Background: an optimization exercise with open tools, aiming at small area, a short achievable clock period and few clock cycles per item. Do not read the settings as production practice.
Power figures rest on the tool's default switching activity, not on a simulated workload.

// html_markup_tokenizer_unit
module html_markup_tokenizer_unit (
  input  logic        clk,
  input  logic        rst,
  input  logic        byte_valid,
  output logic        byte_stall,
  input  logic [8:0]  byte_item,    
  output logic        event_valid,
  input  logic        event_stall,
  output logic [13:0] event_item    
);
Settings: LEC_CHECK=0, CAP_MARGIN=20, CORE_MARGIN=2, CORE_UTILIZATION=40, SETUP_SLACK_MARGIN=5, SLEW_MARGIN=20; clock period 11.5 ns.
run.sh (not shown) runs the stock make flow with config.mk's settings and CLKGATE_MAP_FILE= SYNTH_SCRIPT=/design/flow/synth_recipe.tcl, a recipe that flattens the netlist after the stock synthesis.
Next try:
--- a/flow/design.v
+++ b/flow/design.v
@@ -132,16 +132,15 @@
   always_comb begin
     case (st)
       S_DATA:     clos_empty = is_lt;
       S_TAG_OPEN: clos_empty = is_sl;
       S_END_OPEN: clos_empty = !is_al;
       S_TAG_NAME: clos_empty = is_gt;
       S_SELF_CL:  clos_empty = is_gt;
-      S_BA, S_ANAME, S_AA, S_BAV, S_VUNQ: clos_empty = is_gt && !pending;
-      S_AV:       clos_empty = is_gt && !pending;
+      S_BA, S_ANAME, S_AA, S_BAV, S_VUNQ, S_AV: clos_empty = is_gt;
       S_COMMENT:  clos_empty = is_gt && dash == 2'd2;
       S_DOCTYPE:  clos_empty = is_gt;
       S_R_FIN0, S_R_FIN1: clos_empty = 1'b1;
       default:    clos_empty = 1'b0;
     endcase
   end
   always_comb begin
@@ -176,14 +175,15 @@
         emit = 1'b1;
         if (pending) begin
           ek    = htok_pkg::EV_ATTR_DROP;
           n_anp = 1'b0;
           n_avp = 1'b0;
         end else begin
           ek     = htok_pkg::EV_TAG_ABORT;
+          n_st   = S_DATA;
           finish = 1'b1;
         end
       end else begin
         case (st)
           S_MARKUP: begin
             emit = 1'b1;
             ek   = htok_pkg::EV_TEXT;
@@ -195,40 +195,47 @@
             emit = 1'b1;
             ek   = htok_pkg::EV_TEXT;
             eb   = f_byte;
             if (hc == {1'b0, mc} + 4'd1) begin
               n_st = S_DATA;
               n_tp = 1'b1;
               n_hc = 4'd0;
+              n_mc = 3'd0;
             end else begin
               n_hc = hc + 4'd1;
             end
           end
           S_COMMENT: begin
             emit = 1'b1;
             if (dash != 2'd0) begin
               ek     = htok_pkg::EV_COMMENT;
               eb     = 8'h2D;
               n_dash = dash - 2'd1;
             end else begin
               ek     = htok_pkg::EV_COMMENT_END;
+              n_st   = S_DATA;
               finish = 1'b1;
             end
           end
           S_DOCTYPE: begin
             emit   = 1'b1;
-            ek     = htok_pkg::EV_DOCTYPE_END;
-            finish = 1'b1;
+            ek        = htok_pkg::EV_DOCTYPE_END;
+            n_st      = S_DATA;
+            n_hc      = 4'd0;
+            n_started = 1'b0;
+            finish    = 1'b1;
           end
           S_DATA: begin
             emit   = 1'b1;
             ek     = htok_pkg::EV_TEXT_END;
+            n_tp   = 1'b0;
             finish = 1'b1;
           end
           default: begin
+            n_st   = S_DATA;
             finish = 1'b1;
           end
         endcase
       end
     end else begin
       case (st)
         S_DATA: begin
@@ -588,34 +595,26 @@
       end
     end
     more   = cont;
     n_pend = cont;
     if (cl) begin
       more   = !finish;
       n_pend = !finish;
+      if (finish) begin
+        n_cl = 1'b0;
+      end
     end else if (!cont && xl) begin
       if (clos_empty) begin
-        finish = 1'b1;
+        n_st = S_DATA;
       end else begin
         more   = 1'b1;
         n_pend = 1'b1;
         n_cl   = 1'b1;
       end
     end
-    if (finish) begin
-      n_st      = S_DATA;
-      n_tp      = 1'b0;
-      n_anp     = 1'b0;
-      n_avp     = 1'b0;
-      n_mc      = 3'd0;
-      n_dash    = 2'd0;
-      n_hc      = 4'd0;
-      n_started = 1'b0;
-      n_cl      = 1'b0;
-    end
   end
   assign consume = go && !n_pend;
   always_ff @(posedge clk) begin
     if (rst) begin
       st          <= S_DATA;
       tp          <= 1'b0;
       anp         <= 1'b0;
Clock power increases by about 7%.
Routed wire length grows by 3.3%.
First-iteration DRC count shrinks by about 13%.
Cell count goes down by about 4.5%.
Fmax decreases by about 14%.
Cell area falls by 5.7%.
Area after synthesis goes down by about 6.6%.
Die area drops by about 6%.
No run of this note included a check of the RTL's function; only the layout flow was run.

Setup of raven:
html_markup_tokenizer_unit, a different RTL version from the one above (not shown whole).
Size in the first run: about 660 cells after synthesis, roughly 83 flip-flops, ~29 I/O pins, ~0.0055 sq mm of cells after synthesis.
clock: 11.5 ns
lec_check: 0
cap_margin: 20
core_margin: 2
core_utilization: 40
cts_buf_list: sky130_fd_sc_hd__clkbuf_8
setup_slack_margin: 5
slew_margin: 20
standard.sh (not shown) runs the stock make flow with config.mk's settings and CLKGATE_MAP_FILE= SYNTH_SCRIPT=/design/flow/synth_recipe.tcl, a recipe that flattens the netlist after the stock synthesis.
==> flow/flow/run.sh <==
#!/bin/bash
set -euo pipefail
here=$PWD
sed "s|\$::env(SCRIPTS_DIR)/synth.tcl|$here/synth_custom.tcl|" synth_recipe.tcl > synth_recipe_custom.tcl
sed "s|^  log_cmd abc {\*}\$abc_args|  set abc_args [lreplace \$abc_args 1 1 $here/flow/area.abc]\n  log_cmd abc {*}\$abc_args|" \
  "$FLOW_HOME/scripts/synth.tcl" > synth_custom.tcl
grep -q "flow/area.abc" synth_custom.tcl
grep -q "synth_custom.tcl" synth_recipe_custom.tcl
bash standard.sh SYNTH_SCRIPT="$here/synth_recipe_custom.tcl" SETUP_SLACK_MARGIN=7.5 \
  "BUFFER_PORTS_ARGS=-buffer_cell sky130_fd_sc_hd__buf_2" finish > standard.log 2>&1
==> flow/flow/area.abc <==
strash
ifraig
scorr
dc2
strash
&get -n
&st
&syn4
&dch -f
&nf -R 1000
&put
Edits applied to the flow inputs when going from raven to xenon:
-- flow/design.v --
<<< raven, line 132
  logic       tag_state;
  assign pending = anp || avp;
  always_comb begin
    case (st)
>>> xenon, line 132
  logic       tag_state;
  assign pending = anp || avp;
  logic [4:0] cl_target;
  always_comb begin
    case (st)
      S_DATA, S_TEXT:      cl_target = S_C_DATA;
      S_TAG_OPEN:          cl_target = is_bang ? S_C_MARKUP : S_C_TAG;
      S_MARKUP:            cl_target = (mc != 3'd0 && md && is_dash) ? S_C_COMMENT :
                                       (mc == 3'd6) ? S_C_DOCTYPE : S_C_MARKUP;
      S_COMMENT, S_R_DASH: cl_target = S_C_COMMENT;
      S_DOCTYPE, S_R_HELD: cl_target = S_C_DOCTYPE;
      default:             cl_target = S_C_TAG;
    endcase
  end
  always_comb begin
    case (st)
<<< raven, line 529
        more   = 1'b1;
        n_pend = 1'b1;
        case (n_st)
          S_MARKUP:  n_st = S_C_MARKUP;
          S_COMMENT: n_st = S_C_COMMENT;
          S_DOCTYPE: n_st = S_C_DOCTYPE;
          S_TEXT:    n_st = S_C_DATA;
          default:   n_st = S_C_TAG;
        endcase
      end
    end
>>> xenon, line 541
        more   = 1'b1;
        n_pend = 1'b1;
        n_st   = cl_target;
      end
    end
<<< raven, line 612
      end
    end
    if (go && emit) begin
      event_item <= {ek, eb, esc, !more};
    end
>>> xenon, line 618
      end
    end
    if (out_free) begin
      event_item <= {ek, eb, esc, !more};
    end
Findings:
- Run comparison: raven capturing instance or port of the critical path st[2]; xenon capturing instance or port of the critical path st[4]
- Comparing raven and xenon, the higher clock share of power is on raven.
- Cell count was lower in the run labelled xenon.
- A startpoint of the worst setup timing path of x[1] is what xenon shows, while st[4] belongs to raven.
- ~same maximum frequency in raven and xenon
- Taking raven as the reference, in xenon worst setup slack did not really move, total stage count of the critical path fell by 2, number of buffer and inverter stages on the critical path lost 1.
No run of this note included a check of the RTL's function; only the layout flow was run.

html_markup_tokenizer_unit, a different RTL version from the one above (not shown whole).
For scale: ~670 cells after synthesis, about 83 flip-flops, ~29 I/O pins.
// html_markup_tokenizer_unit
module html_markup_tokenizer_unit (
  input  logic        clk,
  input  logic        rst,
  input  logic        byte_valid,
  output logic        byte_stall,
  input  logic [8:0]  byte_item,    
  output logic        event_valid,
  input  logic        event_stall,
  output logic [13:0] event_item    
);
Settings: LEC_CHECK=0, CAP_MARGIN=20, CORE_MARGIN=2, CORE_UTILIZATION=40, CTS_BUF_LIST=sky130_fd_sc_hd__clkbuf_8, SETUP_SLACK_MARGIN=5, SLEW_MARGIN=20; clock period 11.5 ns.
Scripts as last shown in full above: flow/flow/run.sh, flow/flow/area.abc
Rerun with:
--- a/flow/design.v
+++ b/flow/design.v
@@ -102,29 +102,27 @@
       4'd1:    h_old = hs[0];
       4'd2:    h_old = hs[1];
       4'd3:    h_old = hs[2];
       4'd4:    h_old = hs[3];
       4'd5:    h_old = hs[4];
       4'd6:    h_old = hs[5];
       4'd7:    h_old = hs[6];
       default: h_old = hs[7];
     endcase
   end
   assign h_old_b = (h_old == 3'd0) ? 8'h20 : {5'b00001, h_old};
-  logic [2:0] fpos;
   logic [7:0] f_byte;
-  assign fpos = hc[2:0] - 3'd2;
   always_comb begin
-    if (hc == 4'd1)  f_byte = 8'h21;
-    else if (md)     f_byte = 8'h2D;
-    else             f_byte = dt_char(fpos) & ~{2'b00, mu[fpos], 5'b00000};
+    if (hc[3])     f_byte = 8'h21;
+    else if (md)   f_byte = 8'h2D;
+    else           f_byte = dt_char(hc[2:0]) & ~{2'b00, mu[hc[2:0]], 5'b00000};
   end
   logic [4:0] n_st;
   logic       n_anp, n_avp, n_started, n_pend;
   logic       clos_empty;
   logic [2:0] n_mc;
   logic [1:0] n_dash;
   logic [3:0] n_hc;
   logic       emit, esc, cont, more, finish;
   logic [3:0] ek;
   logic [7:0] eb;
   logic       do_fin, fin_sc, fin_store, do_an, an_store;
@@ -329,36 +327,36 @@
               n_mc      = 3'd0;
               n_hc      = 4'd0;
               n_started = 1'b0;
               n_st      = S_DOCTYPE;
             end else begin
               n_mc     = mc + 3'd1;
             end
           end else begin
             emit = 1'b1;
             ek   = htok_pkg::EV_TEXT;
             n_st = S_R_FLUSH;
-            n_hc = 4'd1;
+            n_hc = 4'd8;
             cont = 1'b1;
           end
         end
         S_R_FLUSH, S_C_FLUSH: begin
           emit = 1'b1;
           ek   = htok_pkg::EV_TEXT;
           cont = 1'b1;
-          if (hc == {1'b0, mc} + 4'd1) begin
+          if (hc[3] ? (mc == 3'd0) : (hc[2:0] + 3'd1 == mc)) begin
             n_st = (st == S_C_FLUSH) ? S_C_DATA : S_TEXT;
             n_hc = 4'd0;
             n_mc = 3'd0;
           end else begin
-            n_hc = hc + 4'd1;
+            n_hc = hc[3] ? 4'd0 : hc + 4'd1;
           end
         end
         S_COMMENT: begin
           if (is_dash) begin
             if (dash != 2'd2) begin
               n_dash = dash + 2'd1;
             end else begin
               emit = 1'b1;
               ek   = htok_pkg::EV_COMMENT;
             end
           end else if (is_gt && dash == 2'd2) begin
@@ -446,23 +444,23 @@
             n_avp = 1'b0;
             cont  = 1'b1;
           end else begin
             ek   = htok_pkg::EV_TAG_ABORT;
             n_st = S_DATA;
           end
         end
         S_C_MARKUP: begin
           emit = 1'b1;
           ek   = htok_pkg::EV_TEXT;
           n_st = S_C_FLUSH;
-          n_hc = 4'd1;
+          n_hc = 4'd8;
           cont = 1'b1;
         end
         S_C_COMMENT: begin
           emit = 1'b1;
           if (dash != 2'd0) begin
             ek     = htok_pkg::EV_COMMENT;
             n_dash = dash - 2'd1;
             cont   = 1'b1;
           end else begin
             ek   = htok_pkg::EV_COMMENT_END;
             n_st = S_DATA;
Total power increases by a few percent; via count increases by a few percent; routed wire length increases by roughly a tenth; global-route usage increases by 2.8 points; clock skew increases by 0.0045 ns; synthesized cell count increases slightly; final cell count increases by a few percent; combinational power increases by about a fifth; worst setup slack is worse by 0.075 ns; register-to-register slack is about the same.
No functional check of the RTL was part of any run of this note.

-- re-timing with driven ports --
In the flow no input, the clock included, has a driving cell. The finished layouts below were timed again as built, in two steps. Step 1: set_driving_cell puts a clkbuf_16 on clk and a buf_2 on each other input, an assumption about the parent block. Step 2 also shifts input and output timing later by t, the mid clock arrival at the registers, as if the neighbouring blocks saw the same clock. Three values: ideal, step 1, step 2; two values: the first two.
run | t, ns | setup slack, ns | worst slew at a driven data input, ns
the first run of note 1 | 0.403 | 7.173 / 7.173 / 7.114 | 0.04
the second run of note 1 | 0.405 | 6.490 / 6.507 / 6.101 | 0.04
raven | 0.408 | 7.605 / 7.605 / 7.254 | 0.03
xenon | 0.417 | 7.605 / 7.605 / 7.367 | 0.03
the first run of note 3 | 0.426 | 7.635 / 7.635 / 7.281 | 0.03
the second run of note 3 | 0.428 | 7.560 / 7.579 / 7.150 | 0.03
After both steps setup and hold are still met in every run listed. The setup slack of the second run of note 3, which loses most, moves by +0.019 ns with the drivers and by -0.410 ns with both steps.
